Context: an optimization exercise on an open-source flow, tuned for small area. The choices shown serve that exercise and are no tape-out recipe. At most, simulation tests tie the RTL to the original design; equivalence was not proved. No activity file was given, so power comes from the tool's default toggle rates.

build 69:
Design isolated_plus_pattern_counter, start of the top module:
module isolated_plus_pattern_counter (
  input  logic        clk,
  input  logic        rst,
  input  logic        psel,
  input  logic        penable,
  input  logic        pwrite,
  input  logic [2:0]  paddr,
  input  logic [31:0] pwdata,
  output logic [31:0] prdata,
  output logic        pready,
  input  logic        in_valid,
  output logic        in_ready,
  input  logic        cell_is_one,
  output logic        out_valid,
  input  logic        out_ready,
  output logic [19:0] plus_count
);
For scale: roughly 2,600 cells after synthesis, about 98 I/O pins, roughly 54,000 µm² of cells after synthesis.
make LEC_CHECK=0 CAP_MARGIN=20 CORE_MARGIN=2 CORE_UTILIZATION=60 CTS_BUF_LIST=sky130_fd_sc_hd__clkbuf_8 CTS_CLUSTER_DIAMETER=60 CTS_CLUSTER_SIZE=18 SLEW_MARGIN=20 finish   # period 8.0 ns
run.sh (not shown) runs the stock make flow with config.mk's settings and CLKGATE_MAP_FILE= SYNTH_SCRIPT=/design/flow/synth_recipe.tcl, a recipe that flattens the netlist after the stock synthesis.
## Diff of input files: trial 94 against build 69
-- flow/config.mk --
<<< build 69, line 9
export CORE_MARGIN = 2
export CORE_UTILIZATION = 60
export CTS_BUF_LIST = sky130_fd_sc_hd__clkbuf_8
export CTS_CLUSTER_DIAMETER = 60
export CTS_CLUSTER_SIZE = 18
export SLEW_MARGIN = 20
>>> trial 94, line 9
export CORE_MARGIN = 2
export CORE_UTILIZATION = 60
export CTS_BUF_LIST = sky130_fd_sc_hd__clkbuf_16
export CTS_CLUSTER_DIAMETER = 80
export CTS_CLUSTER_SIZE = 22
export SLEW_MARGIN = 20
Results
- Per the comparison of trial 94 with build 69, number of nets at the end of the flow down about 0.8%; via count of the first global-routing pass down 1.0%; first-pass GRT wire length down about 0.8%; part of the cycle the worst path needs down 0.51 points; wire length after detailed routing down 1.1%.
- From build 69 to trial 94 the numbers moved as follows: post-route total power moved up, first-iteration DRC count moved up, final area moved up, final worst slack moved up.
- Build 69 has a higher final cell count than trial 94.
No run of this note included a check of the RTL's function; only the layout flow was run.

---

Setup of exp/fjord:
Another version of the RTL of isolated_plus_pattern_counter (not shown whole).
Size: roughly 2500 cells after synthesis, ~1600 flip-flops, roughly 98 I/O pins.
==> flow/config.mk <==
export PLATFORM = sky130hd
export DESIGN_NAME = isolated_plus_pattern_counter
export DESIGN_NICKNAME = isolated_plus_pattern_counter
export VERILOG_FILES = /design/flow/design.v
export SDC_FILE = /design/flow/constraint.sdc
export NUM_CORES = 4
export LEC_CHECK = 0
export CAP_MARGIN = 20
export CORE_MARGIN = 2
export CORE_UTILIZATION = 60
export GPL_TIMING_DRIVEN = 0
export SLEW_MARGIN = 20
==> flow/constraint.sdc <==
create_clock -name core_clock -period 8.0 [get_ports {clk}]
set_input_delay 1.6000 -clock core_clock [delete_from_list [all_inputs] [get_ports {clk}]]
set_output_delay 1.6000 -clock core_clock [all_outputs]
set_load 0.01 [all_outputs]
standard.sh (not shown) runs the stock make flow with config.mk's settings and CLKGATE_MAP_FILE= SYNTH_SCRIPT=/design/flow/synth_recipe.tcl, a recipe that flattens the netlist after the stock synthesis.
==> flow/flow/run.sh <==
#!/bin/bash
set -euo pipefail
export CTS_ARGS="-sink_clustering_enable -repair_clock_nets -sink_clustering_size 18 -sink_clustering_max_diameter 60 -buf_list sky130_fd_sc_hd__clkbuf_8 -dont_use_dummy_load"
export BUFFER_PORTS_ARGS="-buffer_cell sky130_fd_sc_hd__buf_1"
bash standard.sh > standard.log 2>&1
exp/fjord | status: complete | timing, DRC, antenna: pass
Modified inputs, exp/cedar compared to exp/fjord
# exp/fjord
export LEC_CHECK = 0
export CAP_MARGIN = 20
export CORE_MARGIN = 2
export CORE_UTILIZATION = 60
export GPL_TIMING_DRIVEN = 0
export SLEW_MARGIN = 20
create_clock -name core_clock -period 8.0 [get_ports {clk}]
# exp/cedar
export LEC_CHECK = 0
export ABC_AREA = 1
export CAP_MARGIN = 20
export CORE_MARGIN = 2
export CORE_UTILIZATION = 60
export SLEW_MARGIN = 20
create_clock -name core_clock -period 8.0 [get_ports {clk}]
--- outcome ---
exp/cedar reports its beginning of the critical path as grid_cols[1]$_SDFFE_PP0P_ while exp/fjord reports grid_cols[0]$_SDFFE_PP0P_. [exp/cedar] total placed instance area fell 2100 um2 relative to exp/fjord. Headroom to the max-slew limit (exp/cedar over exp/fjord): increase, 2.7 points. Diff exp/cedar..exp/fjord | die area | negligible. As far as share of synthesized area occupied by flip-flops and latches is concerned, exp/cedar and exp/fjord perform about the same.
> inputs changed (exp/cedar -> exp/maple)
# exp/cedar
export LEC_CHECK = 0
export ABC_AREA = 1
export CAP_MARGIN = 20
export CORE_MARGIN = 2
export CORE_UTILIZATION = 60
export SLEW_MARGIN = 20
create_clock -name core_clock -period 8.0 [get_ports {clk}]
# exp/maple
export LEC_CHECK = 0
export CAP_MARGIN = 20
export CORE_MARGIN = 2
export CORE_UTILIZATION = 60
export CTS_BUF_LIST = sky130_fd_sc_hd__clkbuf_8
export CTS_CLUSTER_DIAMETER = 60
export CTS_CLUSTER_SIZE = 18
export SLEW_MARGIN = 20
create_clock -name core_clock -period 8.0 [get_ports {clk}]
Notes after the runs:
- Power after layout (exp/maple vs. exp/cedar) decreases slightly
- Clock latency on the worst-skew pair: exp/maple vs exp/cedar — no meaningful difference
- Compared with exp/cedar, exp/maple shows a lower combinational power.
- exp/maple: proportion of layout cells with a drive suffix above 1 is 0.81 points lower than what exp/cedar reported.

---

Another version of the RTL of isolated_plus_pattern_counter (not shown whole).
Size: roughly 98 I/O pins.
clock: 8.0 ns
lec_check: 0
cap_margin: 20
core_margin: 2
core_utilization: 60
place_density: 0.75
slew_margin: 20
==> flow/flow/run.sh <==
#!/bin/bash
set -euo pipefail
export CTS_ARGS="-sink_clustering_enable -repair_clock_nets -sink_clustering_size 20 -sink_clustering_max_diameter 50 -buf_list sky130_fd_sc_hd__clkbuf_8 -dont_use_dummy_load"
export BUFFER_PORTS_ARGS="-buffer_cell sky130_fd_sc_hd__buf_1"
bash standard.sh > standard.log 2>&1
Change:
==> flow/flow/run.sh (replaced) <==
#!/bin/bash
set -euo pipefail
export CTS_ARGS="-sink_clustering_enable -repair_clock_nets -sink_clustering_size 18 -sink_clustering_max_diameter 60 -buf_list sky130_fd_sc_hd__clkbuf_8 -dont_use_dummy_load"
export BUFFER_PORTS_ARGS="-buffer_cell sky130_fd_sc_hd__buf_1"
bash standard.sh > standard.log 2>&1
CAP_MARGIN = 0   (was 20)
PLACE_DENSITY = default   (was 0.75)
SLEW_MARGIN = 0   (was 20)
Effect: Cell area hardly moves. Combinational power barely changes. Routed wire length is lower by about 4%. Total power is lower by 0.54%.
Change:
==> flow/flow/run.sh (replaced) <==
#!/bin/bash
set -euo pipefail
export CTS_ARGS="-sink_clustering_enable -repair_clock_nets -sink_clustering_size 22 -sink_clustering_max_diameter 45 -buf_list sky130_fd_sc_hd__clkbuf_8 -dont_use_dummy_load"
export BUFFER_PORTS_ARGS="-buffer_cell sky130_fd_sc_hd__buf_1"
bash standard.sh > standard.log 2>&1
CAP_MARGIN = 20   (was 0)
PLACE_DENSITY = 0.85   (was default)
SLEW_MARGIN = 20   (was 0)
What happened: Clock-buffer cell count climbs by 12. Power is higher by about 1%. Clock power grows by about 4%. Die area does not change. Final area came out higher by 0.30%. Hold slack is worse by 0.018 ns. Final cell count stays flat. Register-to-register slack loses 0.24 ns. Area after synthesis does not change. Setup slack got worse by 0.24 ns.
Change:
==> flow/flow/run.sh (replaced) <==
#!/bin/bash
set -euo pipefail
export CTS_ARGS="-sink_clustering_enable -repair_clock_nets -sink_clustering_size 30 -sink_clustering_max_diameter 70 -buf_list sky130_fd_sc_hd__clkbuf_16 -dont_use_dummy_load"
export BUFFER_PORTS_ARGS="-buffer_cell sky130_fd_sc_hd__buf_1"
bash standard.sh > standard.log 2>&1
CTS_BUF_LIST = sky130_fd_sc_hd__clkbuf_8   (was default)
CTS_CLUSTER_DIAMETER = 60   (was default)
CTS_CLUSTER_SIZE = 18   (was default)
PLACE_DENSITY = default   (was 0.85)
The new run completed with no timing, DRC or antenna violations; count of clock-buffer cells in the layout shrinks by 51; final area is about the same; power came out higher by 1.6%.

[port drivers added, routing unchanged]
Ports are ideal in the flow. The routed layouts listed here were re-timed in OpenROAD. Step 1: set_driving_cell puts a clkbuf_16 on clk and a buf_2 on each other input, an assumption about the parent block. Step 2 times the ports against the registers' clock, not the clock port: input delays grow and output delays shrink by t, the midpoint of the rising clock arrivals with the driver on. a / b / c = ideal / step 1 / step 2; a / b = the first two.
run | t, ns | setup slack, ns | worst setup path at the end | latest minus earliest clock arrival (ns) | slew at the worst register clock pin (ns)
build 69 | 0.837 | 0.616 / 0.616 / 0.616 | register to register | 0.045 / 0.045 | 0.11 / 0.11
trial 94 | 0.719 | 0.657 / 0.657 / 0.657 | register to register | 0.024 / 0.024 | 0.09 / 0.09
exp/fjord | 0.799 | 0.497 / 0.497 / 0.497 | register to register | 0.077 / 0.077 | 0.11 / 0.11
exp/cedar | 0.773 | 0.793 / 0.793 / 0.793 | register to register | 0.109 / 0.109 | 0.11 / 0.11
exp/maple | 0.794 | 0.633 / 0.633 / 0.633 | register to register | 0.109 / 0.109 | 0.11 / 0.11
the first run of note 3 | 0.786 | 1.214 / 1.214 / 1.214 | register to register | 0.150 / 0.150 | 0.11 / 0.11
the second run of note 3 | 0.771 | 1.423 / 1.423 / 1.423 | register to register | 0.110 / 0.110 | 0.12 / 0.12
the third run of note 3 | 0.793 | 1.184 / 1.184 / 1.184 | register to register | 0.137 / 0.137 | 0.12 / 0.12
the fourth run of note 3 | 0.665 | 1.419 / 1.419 / 1.419 | register to register | 0.084 / 0.084 | 0.11 / 0.11
After both steps setup and hold are still met in every run listed.
